What follows belongs to an exercise in optimizing a design on an open flow for small area, a short achievable clock period and few clock cycles per item; a production flow would make more cautious choices.
The RTL was checked by simulation tests, not by an equivalence proof against the original design.

==> v26: inputs <==
// tensor_polynomial_basis_eval_top
module tensor_polynomial_basis_eval_top (
  input  logic                                clk_i,
  input  logic                                rst_ni,
  input  logic                                item_valid_i,
  output logic                                item_ready_o,
  input  logic [tpbe_pkg::CMD_W-1:0]          item_command_i,
  input  logic signed [tpbe_pkg::COORD_W-1:0] item_coord_a_i,
  input  logic signed [tpbe_pkg::COORD_W-1:0] item_coord_b_i,
  output logic                                result_valid_o,
  input  logic                                result_ready_i,
  output logic signed [tpbe_pkg::VALUE_W-1:0] result_value_o,
  output logic [tpbe_pkg::TERM_W-1:0]         result_term_index_o,
  output logic                                result_last_o,
  output logic                                result_bad_setting_o,
  input  logic                                cfg_we_i,
  input  logic [tpbe_pkg::CFG_IDX_W-1:0]      cfg_idx_i,
  input  logic [tpbe_pkg::CFG_DATA_W-1:0]     cfg_wdata_i
);
clock: 12.0 ns
lec_check: 0
abc_area: 1
cap_margin: 20
core_margin: 2
core_utilization: 60
setup_slack_margin: 5
slew_margin: 20
tns_end_percent: 100
run.sh (not shown) runs the stock make flow with config.mk's settings and CLKGATE_MAP_FILE= SYNTH_SCRIPT=/design/flow/synth_recipe.tcl, a recipe that flattens the netlist after the stock synthesis.
==> v11: changes against v26 <==
--- a/flow/design.v
+++ b/flow/design.v
@@ -241,47 +241,44 @@
   logic op_prio, b_go;
   assign op_prio = lag || (bi_q == ord_q);
   assign op_go   = op_v && !dep_wait && (!b_mac || op_prio);
   assign b_go    = bv_q && !(b_mac && op_go);
   logic xfer;
   assign xfer = fdone && (!bv_q || b_last);
   logic       rdy_q, rdy_d, accept;
-  logic       xf_q;    
-  logic       ld;      
-  assign ld = !fv_q || xf_q;
   logic       fv_d, bv_d, blast_d, s0_opv_d, s1_opv_d, sv_d;
   logic [4:0] fop_acc, fop_nxt, fop_d;
   assign item_ready_o = rdy_q;
   assign accept       = item_valid_i && rdy_q;
   assign fop_acc      = op_at(lag, ord_q, item_command_i != 2'd0, 4'd0);
   assign fop_nxt      = op_at(lag, ord_q, fdm, fstep_q + 4'd1);
   always_comb begin
     fv_d = fv_q;
     if (accept)           fv_d = (item_command_i != 2'd3);
-    else if (xf_q)        fv_d = 1'b0;
+    else if (xfer && adv) fv_d = 1'b0;
     fop_d = fop_q;
-    if (ld)               fop_d = fop_acc;
+    if (accept)           fop_d = fop_acc;
     else if (adv && op_go) fop_d = fop_nxt;
     bv_d     = bv_q;
     blast_d  = blast_q;
     s0_opv_d = s0_opv_q;
     s1_opv_d = s1_opv_q;
     if (adv) begin
-      if (xf_q)                bv_d = 1'b1;
+      if (xfer)                bv_d = 1'b1;
       else if (b_go && b_last) bv_d = 1'b0;
-      if (xf_q)                blast_d = (ord_q == 2'd0);
+      if (xfer)                blast_d = (ord_q == 2'd0);
       else if (b_go)           blast_d = (bj_q != ord_q) && (bi_q == ord_q) && (bj_q + 2'd1 == ord_q);
       s0_opv_d = op_go;
       s1_opv_d = s0_opv_q;
     end
     if (sv_q)                           sv_d = !result_ready_i;
     else if (!ov_q || result_ready_i)   sv_d = 1'b0;
     else                                sv_d = s1_bv_q;
     adm_d = ad_mode(fop_d, lag);
-    if (ld)                 oz_d = clamp(item_coord_b_i);
+    if (accept)             oz_d = clamp(item_coord_b_i);
     else if (adv && op_go)  oz_d = (fop_nxt[4] && !fop_nxt[3]) ? zb_q : za_q;
     else                    oz_d = oz_q;
     rdy_d = !fv_d || (!fop_d[4] && !s0_opv_d && !s1_opv_d && (!bv_d || blast_d) && !sv_d);
   end
   function automatic logic signed [15:0] lag1_b0(input logic signed [15:0] z);
     lag1_b0 = 16'sd8192 - (z >>> 1);
   endfunction
@@ -385,52 +382,33 @@
   assign cs4_0c = {cs4_0m[31:0], 1'b0};
   assign mac_row[0] = cs4_0s;
   assign mac_row[1] = cs4_0c;
   always_comb begin
     mac_r = '0;
     for (int r = 0; r < MAC_ROWS; r++) mac_r = mac_r + s1_row_q[r];
   end
-  logic signed [17:0] wb;
-  logic signed [15:0] wb_lo;
-  logic               wb_s0, wb_s1, wb_s2;
-  always_comb begin
-    case (s1_opt_q)
-      OP_L1:   wb = 18'($signed(mac_r[29:14]));
-      OP_HI:   wb = 18'($signed(mac_r[31:16]));
-      OP_D3:   wb = mac_r[32:15];
-      OP_T:    wb = mac_r[30:13];
-      OP_LO:   wb = 18'($signed(mac_r[27:13]));
-      default: wb = 18'($signed(mac_r[30:15]));    
-    endcase
-    wb_lo = (s1_opt_q == OP_T) ? {3'b000, mac_r[12:0]} : wb[15:0];
-    wb_s0 = (s1_opt_q == OP_L0);
-    wb_s1 = (s1_opt_q == OP_B2) || (s1_opt_q == OP_L1) || (s1_opt_q == OP_LO) || (s1_opt_q == OP_T);
-    wb_s2 = (s1_opt_q == OP_HI) || (s1_opt_q == OP_L2) || (s1_opt_q == OP_T) || (s1_opt_q == OP_D3);
-  end
   logic signed [17:0] beat_val;
   assign beat_val = s1_triv_q ? s1_tval_q : mac_r[31:14];
   always_ff @(posedge clk_i or negedge rst_ni) begin
     if (!rst_ni) begin
       fv_q     <= 1'b0;
       rdy_q    <= 1'b1;
-      xf_q     <= 1'b0;
       bv_q     <= 1'b0;
       s0_bv_q  <= 1'b0;
       s0_opv_q <= 1'b0;
       s1_bv_q  <= 1'b0;
       s1_opv_q <= 1'b0;
       ov_q     <= 1'b0;
       onew_q   <= 1'b1;
       sv_q     <= 1'b0;
     end else begin
       fv_q  <= fv_d;
       rdy_q <= rdy_d;
-      xf_q  <= fv_d && rdy_d;
       if (adv) begin
-        if (xf_q)             bv_q <= 1'b1;
+        if (xfer)             bv_q <= 1'b1;
         else if (b_go && b_last) bv_q <= 1'b0;
         s0_bv_q  <= b_go;
         s0_opv_q <= op_go;
         s1_bv_q  <= s0_bv_q;
         s1_opv_q <= s0_opv_q;
       end
       if (sv_q) begin
@@ -444,28 +422,28 @@
         if (s1_bv_q) onew_q <= s1_last_q;
       end else begin
         sv_q <= s1_bv_q;
       end
     end
   end
   always_ff @(posedge clk_i) begin
-    if (ld) begin
+    if (item_valid_i && item_ready_o) begin
       fcmd_q  <= item_command_i;
       za_q    <= clamp(item_coord_a_i);
       zb_q    <= clamp(item_coord_b_i);
       fstep_q <= '0;
     end else if (adv && op_go) begin
       fstep_q <= fstep_q + 4'd1;
     end
     fop_q   <= fop_d;
     adm_q   <= adm_d;
     oz_q    <= oz_d;
     blast_q <= blast_d;
     if (adv) begin
-      if (xf_q) begin
+      if (xfer) begin
         bcmd_q <= fcmd_q;
         bi_q   <= '0;
         bj_q   <= '0;
         bx0_q  <= nbx0;
         bx1_q  <= nbx1;
         bx2_q  <= nbx2;
         by0_q  <= nby0;
@@ -500,23 +478,32 @@
       s1_triv_q <= s0_triv_q;
       s1_tval_q <= s0_tval_q;
       s1_last_q <= s0_last_q;
       s1_opa_q  <= s0_opa_q;
       s1_opt_q  <= s0_opt_q;
       s1_row_q  <= mac_row;
       if (s1_opv_q) begin
-        if (wb_s0) begin
-          if (s1_opa_q) fy0_q <= wb[15:0]; else fx0_q <= wb[15:0];
-        end
-        if (wb_s1) begin
-          if (s1_opa_q) fy1_q <= wb_lo; else fx1_q <= wb_lo;
-        end
-        if (wb_s2) begin
-          if (s1_opa_q) fy2_q <= wb; else fx2_q <= wb;
-        end
+        case (s1_opt_q)
+          OP_B2: if (s1_opa_q) fy1_q <= mac_r[30:15]; else fx1_q <= mac_r[30:15];
+          OP_D3: fy2_q <= mac_r[32:15];
+          OP_T: begin
+            if (s1_opa_q) begin
+              fy2_q <= mac_r[30:13];
+              fy1_q <= {3'b000, mac_r[12:0]};
+            end else begin
+              fx2_q <= mac_r[30:13];
+              fx1_q <= {3'b000, mac_r[12:0]};
+            end
+          end
+          OP_LO: if (s1_opa_q) fy1_q <= 16'($signed(mac_r[27:13])); else fx1_q <= 16'($signed(mac_r[27:13]));
+          OP_HI: if (s1_opa_q) fy2_q <= 18'($signed(mac_r[31:16])); else fx2_q <= 18'($signed(mac_r[31:16]));
+          OP_L0: if (s1_opa_q) fy0_q <= mac_r[30:15]; else fx0_q <= mac_r[30:15];
+          OP_L1: if (s1_opa_q) fy1_q <= mac_r[29:14]; else fx1_q <= mac_r[29:14];
+          default: if (s1_opa_q) fy2_q <= 18'($signed(mac_r[30:15])); else fx2_q <= 18'($signed(mac_r[30:15]));
+        endcase
       end
     end
     if (sv_q) begin
       if (result_ready_i) begin
         oval_q  <= sval_q;
         ok_q    <= onew_q ? 4'd0 : ok_q + 4'd1;
         olast_q <= slast_q;
- ABC_AREA: 1 -> default
- CORE_UTILIZATION: 60 -> 40
==> summary of the runs <==
- In v11 the register-to-register slack is higher than in v26, by 0.18 ns.
- Against v26, the cell count of v11 is lower by 5.2%.
- In v11 the routed wire length is smaller than in v26, by 12%.
- Against v11, the global-route usage of v26 is higher by 16 points.
- Between v26 and v11, the lower synthesized cell count is in v11 (gap 17%, measured against v11).
- Of v26 and v11, v26 has the higher area after synthesis (gap 0.41%, measured against v11).
- Of v11 and v26, v26 has the higher flip-flop and latch count (gap 1).
- v26 passed the timing, design-rule and antenna checks. v11 went through all stages and came out clean.
- Non-clock buffer count: v26 is lower than v11 (17).
- Against v11, the first-iteration DRC count of v26 is larger by about 80%.
- Of v11 and v26, v26 has the higher clock skew (gap 0.0087 ns).
==> figures <==
                                                                                         v11                       v26
Outcome                                                             timing/DRC/antenna clean  timing/DRC/antenna clean
Uppermost layer routed                                                                  met4                      met5
M1 wire length                                                                      45700 um                  44000 um
Least-Margin Pin Slew                                                                1.13 ns                   1.08 ns
Area added between synthesis and finish                                                10.1%                     8.77%
Vias per cell                                                                           5.78                      6.30
Starting Density                                                                       40.5%                     60.4%
Number of buffers created by CTS                                                          59                        56
Number of buffer and inverter instances along the worst setup path                         3                         2
Master of the slowest instance on the critical path                 sky130_fd_sc_hd__o41ai_1  sky130_fd_sc_hd__o21ai_0
Vert. Die Dim                                                                         301 um                    247 um
Final core area utilization                                                            44.6%                     65.7%
Number of signal-net buffers in the layout                                               112                        95
Clock tree sinks                                                                         531                       532
Iteration count of the initial detailed-routing pass                                       6                         7
Number of multi-input logic gates                                                       2288                      2642
Maximum operating frequency                                                          216 MHz                   208 MHz
Cell area after layout                                                            38900 um^2                38600 um^2
Delay of the slowest cell on the worst path                                          0.90 ns                   0.74 ns
Dpl cell area                                                                     37000 um^2                36600 um^2
Testbench counts of v26, summed over its fixed seeds: cycles 20,767, beats 18,820.
Testbench counts of v11, summed over its fixed seeds: cycles 20,767, beats 18,820.

-- separate check: timing with driven ports --
The flow's constraints put no driver on any port. The routed layouts listed below were extracted and timed again, unchanged, in two steps.
Step 1, drivers: a clkbuf_16 drives clk_i and a buf_2 each remaining input, both assumed.
Step 2 adds t to the input delays and takes it off the output delays; t is the mean of the earliest and latest rising clock arrival at the registers after step 1. Input paths then give back, and output paths get back, about the clock's delay inside the block.
Slacks: ideal / step 1 / step 2; pairs: ideal / step 1.
| run | shift t [ns] | slack for setup (ns) | worst register clock-pin slew, ns |
|---|---|---|---|
| v26 | 0.704 | 7.183 / 7.183 / 7.183 | 0.07 / 0.07 |
| v11 | 0.690 | 7.368 / 7.368 / 6.724 | 0.07 / 0.07 |
After both steps every run listed still meets setup and hold. The setup slack of v11, which loses most, moves by 0.000 ns with the drivers and by -0.644 ns with both steps.
